Background: an optimization exercise with open tools, aiming at small area, a short achievable clock period and few clock cycles per item. Do not read the settings as production practice. Where RTL was checked, it was by simulation tests only, not by an equivalence proof against the original. The clock port is modelled as an ideal driver, which makes a skipped or thinned clock tree look cheaper than it is; a real chip needs a root buffer or a tree. Power figures rest on the tool's default switching activity, not on a simulated workload.

==> module mem_write_buffer, before the edit <==
module mem_write_buffer #(
  parameter int DEPTH       = 4,
  parameter int ADDR_WIDTH  = 32,
  parameter int BLOCK_BITS  = 128,
  parameter int OFFSET_BITS = 4
) (
  input  logic                    clk,
  input  logic                    rst,
  input  logic                    mem_req,
  input  logic                    mem_rw,
  input  logic [ADDR_WIDTH-1:0]   mem_addr,
  input  logic [BLOCK_BITS-1:0]   mem_wdata,
  output logic                    mem_ready,
  output logic                    mem_resp,
  output logic [BLOCK_BITS-1:0]   mem_rdata,
  output logic                    mm_req,
  output logic                    mm_rw,
  output logic [ADDR_WIDTH-1:0]   mm_addr,
  output logic [BLOCK_BITS-1:0]   mm_wdata,
  input  logic                    mm_ready,
  input  logic                    mm_resp,
  input  logic [BLOCK_BITS-1:0]   mm_rdata,
  output logic [$clog2(DEPTH):0]  wb_count
);
  localparam int TW = ADDR_WIDTH - OFFSET_BITS;
  logic [TW-1:0]         tag;      
  logic [BLOCK_BITS-1:0] data;     
  logic                  valid;    
  logic                  pend;     
  logic                  rd1;      
  logic                  rd2;      
  logic                  rfl;      
  logic                  wfl;      
  logic                  wbc;
  logic accept, acc_rd, acc_wr, hit, miss_rd, take, fill, cap_rd, match;
  logic pend_n, rd0_n, rd1_n, rd2_n, rfl_n, wfl_n, mm_rw_n, valid_n;
  assign match   = tag == mem_addr[ADDR_WIDTH-1:OFFSET_BITS];
  assign accept  = mem_req && mem_ready;
  assign acc_rd  = accept && !mem_rw;
  assign acc_wr  = accept && mem_rw;
  assign hit     = valid && match && !rd1 && !rd2;
  assign miss_rd = acc_rd && !hit;
  assign take    = mm_req && mm_ready;
  assign fill    = rfl && mm_resp;
  assign cap_rd  = mem_req && !mem_rw && !pend && !accept;
  assign mm_addr   = {tag, {OFFSET_BITS{1'b0}}};
  assign mm_wdata  = data;
  assign mem_rdata = data;
  assign wb_count  = {{$clog2(DEPTH){1'b0}}, wbc};
  always_comb begin
    pend_n  = acc_wr || miss_rd || (pend && !take);
    rd1_n   = (!rd1 && !rd2 && miss_rd) || (rd1 && (miss_rd == fill)) || (rd2 && fill);
    rd2_n   = (rd1 && miss_rd && !fill) || (rd2 && !fill);
    rd0_n   = !rd1_n && !rd2_n;
    rfl_n   = (take && !mm_rw) || (rfl && !mm_resp);
    wfl_n   = (take && mm_rw) || (wfl && !mm_resp);
    mm_rw_n = accept && !hit ? mem_rw : (acc_wr ? 1'b1 : mm_rw);
    valid_n = acc_wr || (valid && !miss_rd && !(rfl && !fill)) || (fill && !miss_rd && !rd2);
  end
  always_ff @(posedge clk) begin
    if (accept)
      tag <= mem_addr[ADDR_WIDTH-1:OFFSET_BITS];
    if (accept && !hit)
      mm_rw <= mem_rw;
    else if (acc_wr)
      mm_rw <= 1'b1;
    data <= (mem_wdata & {BLOCK_BITS{acc_wr}}) | (mm_rdata & {BLOCK_BITS{rfl}}) |
            (data & {BLOCK_BITS{!(acc_wr || rfl)}});
  end
  always_ff @(posedge clk or negedge rst) begin
    if (!rst) begin
      valid     <= 1'b0;
      pend      <= 1'b0;
      rd1       <= 1'b0;
      rd2       <= 1'b0;
      rfl       <= 1'b0;
      wfl       <= 1'b0;
      wbc       <= 1'b0;
      mm_req    <= 1'b0;
      mem_ready <= 1'b0;
      mem_resp  <= 1'b0;
    end else begin
      valid     <= valid_n;
      pend      <= pend_n;
      rd1       <= rd1_n;
      rd2       <= rd2_n;
      rfl       <= rfl_n;
      wfl       <= wfl_n;
      wbc       <= pend_n && mm_rw_n;
      mm_req    <= pend_n && !rfl_n && !wfl_n;
      mem_ready <= (!pend_n && (rd0_n || (rd1_n && cap_rd))) ||
                   (pend_n && mm_rw_n && rd0_n && mem_req && !accept && match && valid_n);
      mem_resp  <= acc_wr || (acc_rd && hit) || fill;
    end
  end
endmodule
clock: 6.0 ns
lec_check: 0
abc_area: 1
cap_margin: 20
core_area: 5 5 145 145
die_area: 0 0 150 150
setup_slack_margin: 3.95
slew_margin: 20
standard.sh (not shown) runs the stock make flow with config.mk's settings and CLKGATE_MAP_FILE= SYNTH_SCRIPT=/design/flow/synth_recipe.tcl, a recipe that flattens the netlist after the stock synthesis.
==> flow/flow/run.sh <==
#!/bin/bash
# The standard layout, with:
# - the smallest buffer on every input and output port;
# - the pins one routing track apart, and the pins of each data bit
#   (mem_wdata, mm_rdata, mem_rdata, mm_wdata) and of each address bit
#   (mem_addr, mm_addr) placed next to each other;
# - port buffers kept at the smallest size by timing repair (flow/pre_cts.tcl,
#   released again by flow/final_pre.tcl before the final power connection);
# - a two-level clock tree (flow/clock_tree.tcl, run after the CTS step's own
#   tree and replacing it): the clock port drives four buffers, each driving
#   two buffers that each drive one group of nearby flip-flops.
set -euo pipefail
groups=""
for i in $(seq 0 127); do
  groups+=" -group_pins {mem_wdata[$i] mm_rdata[$i] mem_rdata[$i] mm_wdata[$i]}"
done
for i in $(seq 4 31); do
  groups+=" -group_pins {mem_addr[$i] mm_addr[$i]}"
done
bash standard.sh finish \
  "BUFFER_PORTS_ARGS=-buffer_cell sky130_fd_sc_hd__buf_1" \
  "PLACE_PINS_ARGS=-min_distance 1 -min_distance_in_tracks$groups" \
  "CTS_ARGS=-sink_clustering_enable -repair_clock_nets -apply_ndr none" \
  "PRE_CTS_TCL=$(pwd)/flow/pre_cts.tcl" \
  "POST_CTS_TCL=$(pwd)/flow/clock_tree.tcl" \
  "PRE_FINAL_REPORT_TCL=$(pwd)/flow/final_pre.tcl" \
  > flow_make.log 2>&1
Other scripts of this flow, unchanged in this note and not shown: flow/flow/clock_tree.tcl, flow/flow/final_pre.tcl, flow/flow/pre_cts.tcl
Rerun with:
==> flow/design.v (replaced) <==
module mem_write_buffer #(
  parameter int DEPTH       = 4,
  parameter int ADDR_WIDTH  = 32,
  parameter int BLOCK_BITS  = 128,
  parameter int OFFSET_BITS = 4
) (
  input  logic                    clk,
  input  logic                    rst,
  input  logic                    mem_req,
  input  logic                    mem_rw,
  input  logic [ADDR_WIDTH-1:0]   mem_addr,
  input  logic [BLOCK_BITS-1:0]   mem_wdata,
  output logic                    mem_ready,
  output logic                    mem_resp,
  output logic [BLOCK_BITS-1:0]   mem_rdata,
  output logic                    mm_req,
  output logic                    mm_rw,
  output logic [ADDR_WIDTH-1:0]   mm_addr,
  output logic [BLOCK_BITS-1:0]   mm_wdata,
  input  logic                    mm_ready,
  input  logic                    mm_resp,
  input  logic [BLOCK_BITS-1:0]   mm_rdata,
  output logic [$clog2(DEPTH):0]  wb_count
);
  localparam int TW = ADDR_WIDTH - OFFSET_BITS;
  logic [TW-1:0]         tag;      
  logic [BLOCK_BITS-1:0] data;     
  logic                  pend;     
  logic                  rd1;      
  logic                  rd2;      
  logic                  rfl;      
  logic                  wfl;      
  logic                  dfree;    
  logic                  den;      
  logic                  wbc;
  logic accept, acc_rd, take, fill, cap_rd;
  logic pend_n, rd0_n, rd1_n, rd2_n, rfl_n, wfl_n, mm_rw_n;
  assign accept = mem_req && mem_ready;
  assign acc_rd = accept && !mem_rw;
  assign take   = mm_req && mm_ready;
  assign fill   = rfl && mm_resp;
  assign cap_rd = mem_req && !mem_rw && !pend && !accept;
  assign mm_addr   = {tag, {OFFSET_BITS{1'b0}}};
  assign mm_wdata  = data;
  assign mem_rdata = data;
  assign wb_count  = {{$clog2(DEPTH){1'b0}}, wbc};
  always_comb begin
    pend_n  = accept || (pend && !take);
    rd1_n   = (!rd1 && !rd2 && acc_rd) || (rd1 && (acc_rd == fill)) || (rd2 && fill);
    rd2_n   = (rd1 && acc_rd && !fill) || (rd2 && !fill);
    rd0_n   = !rd1_n && !rd2_n;
    rfl_n   = (take && !mm_rw) || (rfl && !mm_resp);
    wfl_n   = (take && mm_rw) || (wfl && !mm_resp);
    mm_rw_n = pend ? mm_rw : mem_rw;
  end
  always_ff @(posedge clk) begin
    if (!pend) begin
      tag   <= mem_addr[ADDR_WIDTH-1:OFFSET_BITS];
      mm_rw <= mem_rw;
    end
    data <= (mem_wdata & {BLOCK_BITS{dfree}}) | (mm_rdata & {BLOCK_BITS{rfl}}) |
            (data & {BLOCK_BITS{!den}});
  end
  always_ff @(posedge clk or negedge rst) begin
    if (!rst) begin
      pend      <= 1'b0;
      rd1       <= 1'b0;
      rd2       <= 1'b0;
      rfl       <= 1'b0;
      wfl       <= 1'b0;
      dfree     <= 1'b0;
      den       <= 1'b0;
      wbc       <= 1'b0;
      mm_req    <= 1'b0;
      mem_ready <= 1'b0;
      mem_resp  <= 1'b0;
    end else begin
      pend      <= pend_n;
      rd1       <= rd1_n;
      rd2       <= rd2_n;
      rfl       <= rfl_n;
      wfl       <= wfl_n;
      dfree     <= !pend_n && rd0_n;
      den       <= (!pend_n && rd0_n) || rfl_n;
      wbc       <= pend_n && mm_rw_n;
      mm_req    <= pend_n && !rfl_n && !wfl_n;
      mem_ready <= !pend_n && (rd0_n || (rd1_n && cap_rd));
      mem_resp  <= (accept && mem_rw) || fill;
    end
  end
endmodule
Outcome:
- worst hold slack is better by 0.0064 ns
- power goes down by about a fifth
- final cell count goes down by a few percent
- final area goes down by a quarter to a third
- maximum frequency goes up by a quarter to a third
- worst setup slack is better by 0.62 ns
- sequential cell count goes up by 1
- wire length goes down by about a fifth
- area after synthesis goes down by a few percent
- utilization goes down by 15 points
- die area does not change
Testbench counts after the change, summed over its fixed seeds: cycles 251,719, items 48,000.
The RTL of the first run of this note was laid out without a check of its function. No run of this note takes its clock network from TritonCTS; it comes from the design's own scripts or RTL.

* * *

## the baseline
Another version of the RTL of mem_write_buffer (not shown whole).
Size in the first run: about 490 cells after synthesis, roughly 170 flip-flops, ~590 I/O pins.
==> module mem_write_buffer, before the edit <==
module mem_write_buffer #(
  parameter int DEPTH       = 4,
  parameter int ADDR_WIDTH  = 32,
  parameter int BLOCK_BITS  = 128,
  parameter int OFFSET_BITS = 4
) (
  input  logic                    clk,
  input  logic                    rst,
  input  logic                    mem_req,
  input  logic                    mem_rw,
  input  logic [ADDR_WIDTH-1:0]   mem_addr,
  input  logic [BLOCK_BITS-1:0]   mem_wdata,
  output logic                    mem_ready,
  output logic                    mem_resp,
  output logic [BLOCK_BITS-1:0]   mem_rdata,
  output logic                    mm_req,
  output logic                    mm_rw,
  output logic [ADDR_WIDTH-1:0]   mm_addr,
  output logic [BLOCK_BITS-1:0]   mm_wdata,
  input  logic                    mm_ready,
  input  logic                    mm_resp,
  input  logic [BLOCK_BITS-1:0]   mm_rdata,
  output logic [$clog2(DEPTH):0]  wb_count
);
  localparam int TW = ADDR_WIDTH - OFFSET_BITS;
  logic [TW-1:0]         tag;      
  logic [BLOCK_BITS-1:0] data;     
  logic                  pend;     
  logic                  rd1;      
  logic                  rd2;      
  logic                  rfl;      
  logic                  wfl;      
  logic                  dfree;    
  logic                  wbc;
  logic accept, acc_rd, take, fill, cap_rd;
  logic pend_n, rd0_n, rd1_n, rd2_n, rfl_n, wfl_n, mm_rw_n;
  assign accept = mem_req && mem_ready;
  assign acc_rd = accept && !mem_rw;
  assign take   = mm_req && mm_ready;
  assign fill   = rfl && mm_resp;
  assign cap_rd = mem_req && !mem_rw && !pend && !accept;
  assign mm_addr   = {tag, {OFFSET_BITS{1'b0}}};
  assign mm_wdata  = data;
  assign mem_rdata = data;
  assign wb_count  = {{$clog2(DEPTH){1'b0}}, wbc};
  always_comb begin
    pend_n  = accept || (pend && !take);
    rd1_n   = (!rd1 && !rd2 && acc_rd) || (rd1 && (acc_rd == fill)) || (rd2 && fill);
    rd2_n   = (rd1 && acc_rd && !fill) || (rd2 && !fill);
    rd0_n   = !rd1_n && !rd2_n;
    rfl_n   = (take && !mm_rw) || (rfl && !mm_resp);
    wfl_n   = (take && mm_rw) || (wfl && !mm_resp);
    mm_rw_n = pend ? mm_rw : mem_rw;
  end
  always_ff @(posedge clk) begin
    if (!pend) begin
      tag   <= mem_addr[ADDR_WIDTH-1:OFFSET_BITS];
      mm_rw <= mem_rw;
    end
    if (dfree || rfl)
      data <= (mem_wdata & {BLOCK_BITS{dfree}}) | (mm_rdata & {BLOCK_BITS{rfl}});
  end
  always_ff @(posedge clk or negedge rst) begin
    if (!rst) begin
      pend      <= 1'b0;
      rd1       <= 1'b0;
      rd2       <= 1'b0;
      rfl       <= 1'b0;
      wfl       <= 1'b0;
      dfree     <= 1'b0;
      wbc       <= 1'b0;
      mm_req    <= 1'b0;
      mem_ready <= 1'b0;
      mem_resp  <= 1'b0;
    end else begin
      pend      <= pend_n;
      rd1       <= rd1_n;
      rd2       <= rd2_n;
      rfl       <= rfl_n;
      wfl       <= wfl_n;
      dfree     <= !pend_n && rd0_n;
      wbc       <= pend_n && mm_rw_n;
      mm_req    <= pend_n && !rfl_n && !wfl_n;
      mem_ready <= !pend_n && (rd0_n || (rd1_n && cap_rd));
      mem_resp  <= (accept && mem_rw) || fill;
    end
  end
endmodule
Settings: LEC_CHECK=0, ABC_AREA=1, CAP_MARGIN=20, CORE_AREA=5 5 145 145, DIE_AREA=0 0 150 150, SETUP_SLACK_MARGIN=3.7, SLEW_MARGIN=20; clock period 6.0 ns.
==> flow/flow/run.sh <==
#!/bin/bash
# The standard layout, with:
# - the smallest buffer on every input and output port;
# - the pins one routing track apart, and the pins of each data bit
#   (mem_wdata, mm_rdata, mem_rdata, mm_wdata) and of each address bit
#   (mem_addr, mm_addr) placed next to each other;
# - clock nets on default-width wiring, so the clock pin can sit one track
#   from its neighbours.
set -euo pipefail
groups=""
for i in $(seq 0 127); do
  groups+=" -group_pins {mem_wdata[$i] mm_rdata[$i] mem_rdata[$i] mm_wdata[$i]}"
done
for i in $(seq 4 31); do
  groups+=" -group_pins {mem_addr[$i] mm_addr[$i]}"
done
bash standard.sh finish \
  "BUFFER_PORTS_ARGS=-buffer_cell sky130_fd_sc_hd__buf_1" \
  "PLACE_PINS_ARGS=-min_distance 1 -min_distance_in_tracks$groups" \
  "CTS_ARGS=-sink_clustering_enable -repair_clock_nets -apply_ndr none" \
  > flow_make.log 2>&1
> inputs changed (the baseline -> the candidate)
==> flow/design.v <==
module mem_write_buffer #(
  parameter int DEPTH       = 4,
  parameter int ADDR_WIDTH  = 32,
  parameter int BLOCK_BITS  = 128,
  parameter int OFFSET_BITS = 4
) (
  input  logic                    clk,
  input  logic                    rst,
  input  logic                    mem_req,
  input  logic                    mem_rw,
  input  logic [ADDR_WIDTH-1:0]   mem_addr,
  input  logic [BLOCK_BITS-1:0]   mem_wdata,
  output logic                    mem_ready,
  output logic                    mem_resp,
  output logic [BLOCK_BITS-1:0]   mem_rdata,
  output logic                    mm_req,
  output logic                    mm_rw,
  output logic [ADDR_WIDTH-1:0]   mm_addr,
  output logic [BLOCK_BITS-1:0]   mm_wdata,
  input  logic                    mm_ready,
  input  logic                    mm_resp,
  input  logic [BLOCK_BITS-1:0]   mm_rdata,
  output logic [$clog2(DEPTH):0]  wb_count
);
  localparam int TW = ADDR_WIDTH - OFFSET_BITS;
  logic [TW-1:0]         tag;      
  logic [BLOCK_BITS-1:0] data;     
  logic                  pend;     
  logic [1:0]            nrd;      
  logic                  rfl;      
  logic                  wfl;      
  logic                  cap_rd;   
  logic                  dfree;    
  logic                  wbc;
  logic accept, take, fill;
  logic pend_n, rfl_n, wfl_n, mm_rw_n, cap_rd_n;
  logic [1:0] nrd_n;
  assign accept = mem_req && mem_ready;
  assign take   = mm_req && mm_ready;
  assign fill   = rfl && mm_resp;
  assign mm_addr   = {tag, {OFFSET_BITS{1'b0}}};
  assign mm_wdata  = data;
  assign mem_rdata = data;
  assign wb_count  = {{$clog2(DEPTH){1'b0}}, wbc};
  always_comb begin
    pend_n   = accept || (pend && !take);
    rfl_n    = (take && !mm_rw) || (rfl && !mm_resp);
    wfl_n    = (take && mm_rw) || (wfl && !mm_resp);
    mm_rw_n  = pend ? mm_rw : mem_rw;
    nrd_n    = nrd + {1'b0, accept && !mem_rw} - {1'b0, fill};
    cap_rd_n = mem_req && !mem_rw && !pend && !accept;
  end
  always_ff @(posedge clk) begin
    if (!pend) begin
      tag   <= mem_addr[ADDR_WIDTH-1:OFFSET_BITS];
      mm_rw <= mem_rw;
    end
    if (dfree || rfl)
      data <= (mem_wdata & {BLOCK_BITS{dfree}}) | (mm_rdata & {BLOCK_BITS{rfl}});
  end
  always_ff @(posedge clk or negedge rst) begin
    if (!rst) begin
      pend      <= 1'b0;
      nrd       <= '0;
      rfl       <= 1'b0;
      wfl       <= 1'b0;
      cap_rd    <= 1'b0;
      dfree     <= 1'b0;
      wbc       <= 1'b0;
      mm_req    <= 1'b0;
      mem_ready <= 1'b0;
      mem_resp  <= 1'b0;
    end else begin
      pend      <= pend_n;
      nrd       <= nrd_n;
      rfl       <= rfl_n;
      wfl       <= wfl_n;
      cap_rd    <= cap_rd_n;
      dfree     <= !pend_n && nrd_n == 2'd0;
      wbc       <= pend_n && mm_rw_n;
      mm_req    <= pend_n && !rfl_n && !wfl_n;
      mem_ready <= !pend_n && (nrd_n == 2'd0 || (nrd_n == 2'd1 && cap_rd_n));
      mem_resp  <= (accept && mem_rw) || fill;
    end
  end
endmodule
[summary]
The candidate: flow completed, timing, DRC and antenna clean
For minimum setup slack among reg-to-reg paths, the candidate and the baseline come out practically identical.
Of the baseline and the candidate, the run reporting the higher power was the baseline.
Side by side, number of non-clock buffers in the layout turned out higher in the candidate than in the baseline.
Diff the baseline..the candidate | share of layout cells above drive strength 1 | negligible
Taking the baseline as the reference, in the candidate aggregate global-route resource usage shrank by 0.39 points, critical path required time held steady, share of power burned in the clock network grew by 2.7 points, sequential share of layout area shrank by 0.57 points.
Diff the baseline and the candidate: slack of the critical path higher in the baseline
The candidate vs the baseline — sum of net half-perimeters after detailed placement dropped by a few percent
Clock period minus final worst setup slack ended up 0.0055 ns higher on the candidate than on the baseline.
For number of fill cells, the candidate and the baseline come out practically identical.
Testbench counts of the candidate, summed over its fixed seeds: cycles 251,719, items 48,000.
Only the layout flow was run in the baseline; the RTL was not checked for function there.

-- separate check: timing with driven ports --
In the flow no input, the clock included, has a driving cell. The finished layouts below were timed again as built, in two steps.
Step 1, drivers: a clkbuf_16 drives clk and a buf_2 each remaining input, both assumed.
Step 2 times the ports against the registers' clock, not the clock port: input delays grow and output delays shrink by t, the midpoint of the rising clock arrivals with the driver on.
Three values: ideal, step 1, step 2; two values: the first two.
run	t, ns	slack for setup (ns)	clock arrival spread, ns	cell pins on the clock port's net
the first run of note 1	0.328	3.404 / 3.473 / 3.145	0.024 / 0.024	4
the second run of note 1	0.312	4.023 / 3.933 / 3.972	0.034 / 0.034	4
the baseline	0.448	3.798 / 3.759 / 3.944	0.009 / 0.009	1
the candidate	0.452	3.793 / 3.754 / 3.569	0.013 / 0.013	1
After both steps every run listed still meets setup and hold. The setup slack of the first run of note 1, which loses most, moves by +0.069 ns with the drivers and by -0.259 ns with both steps.
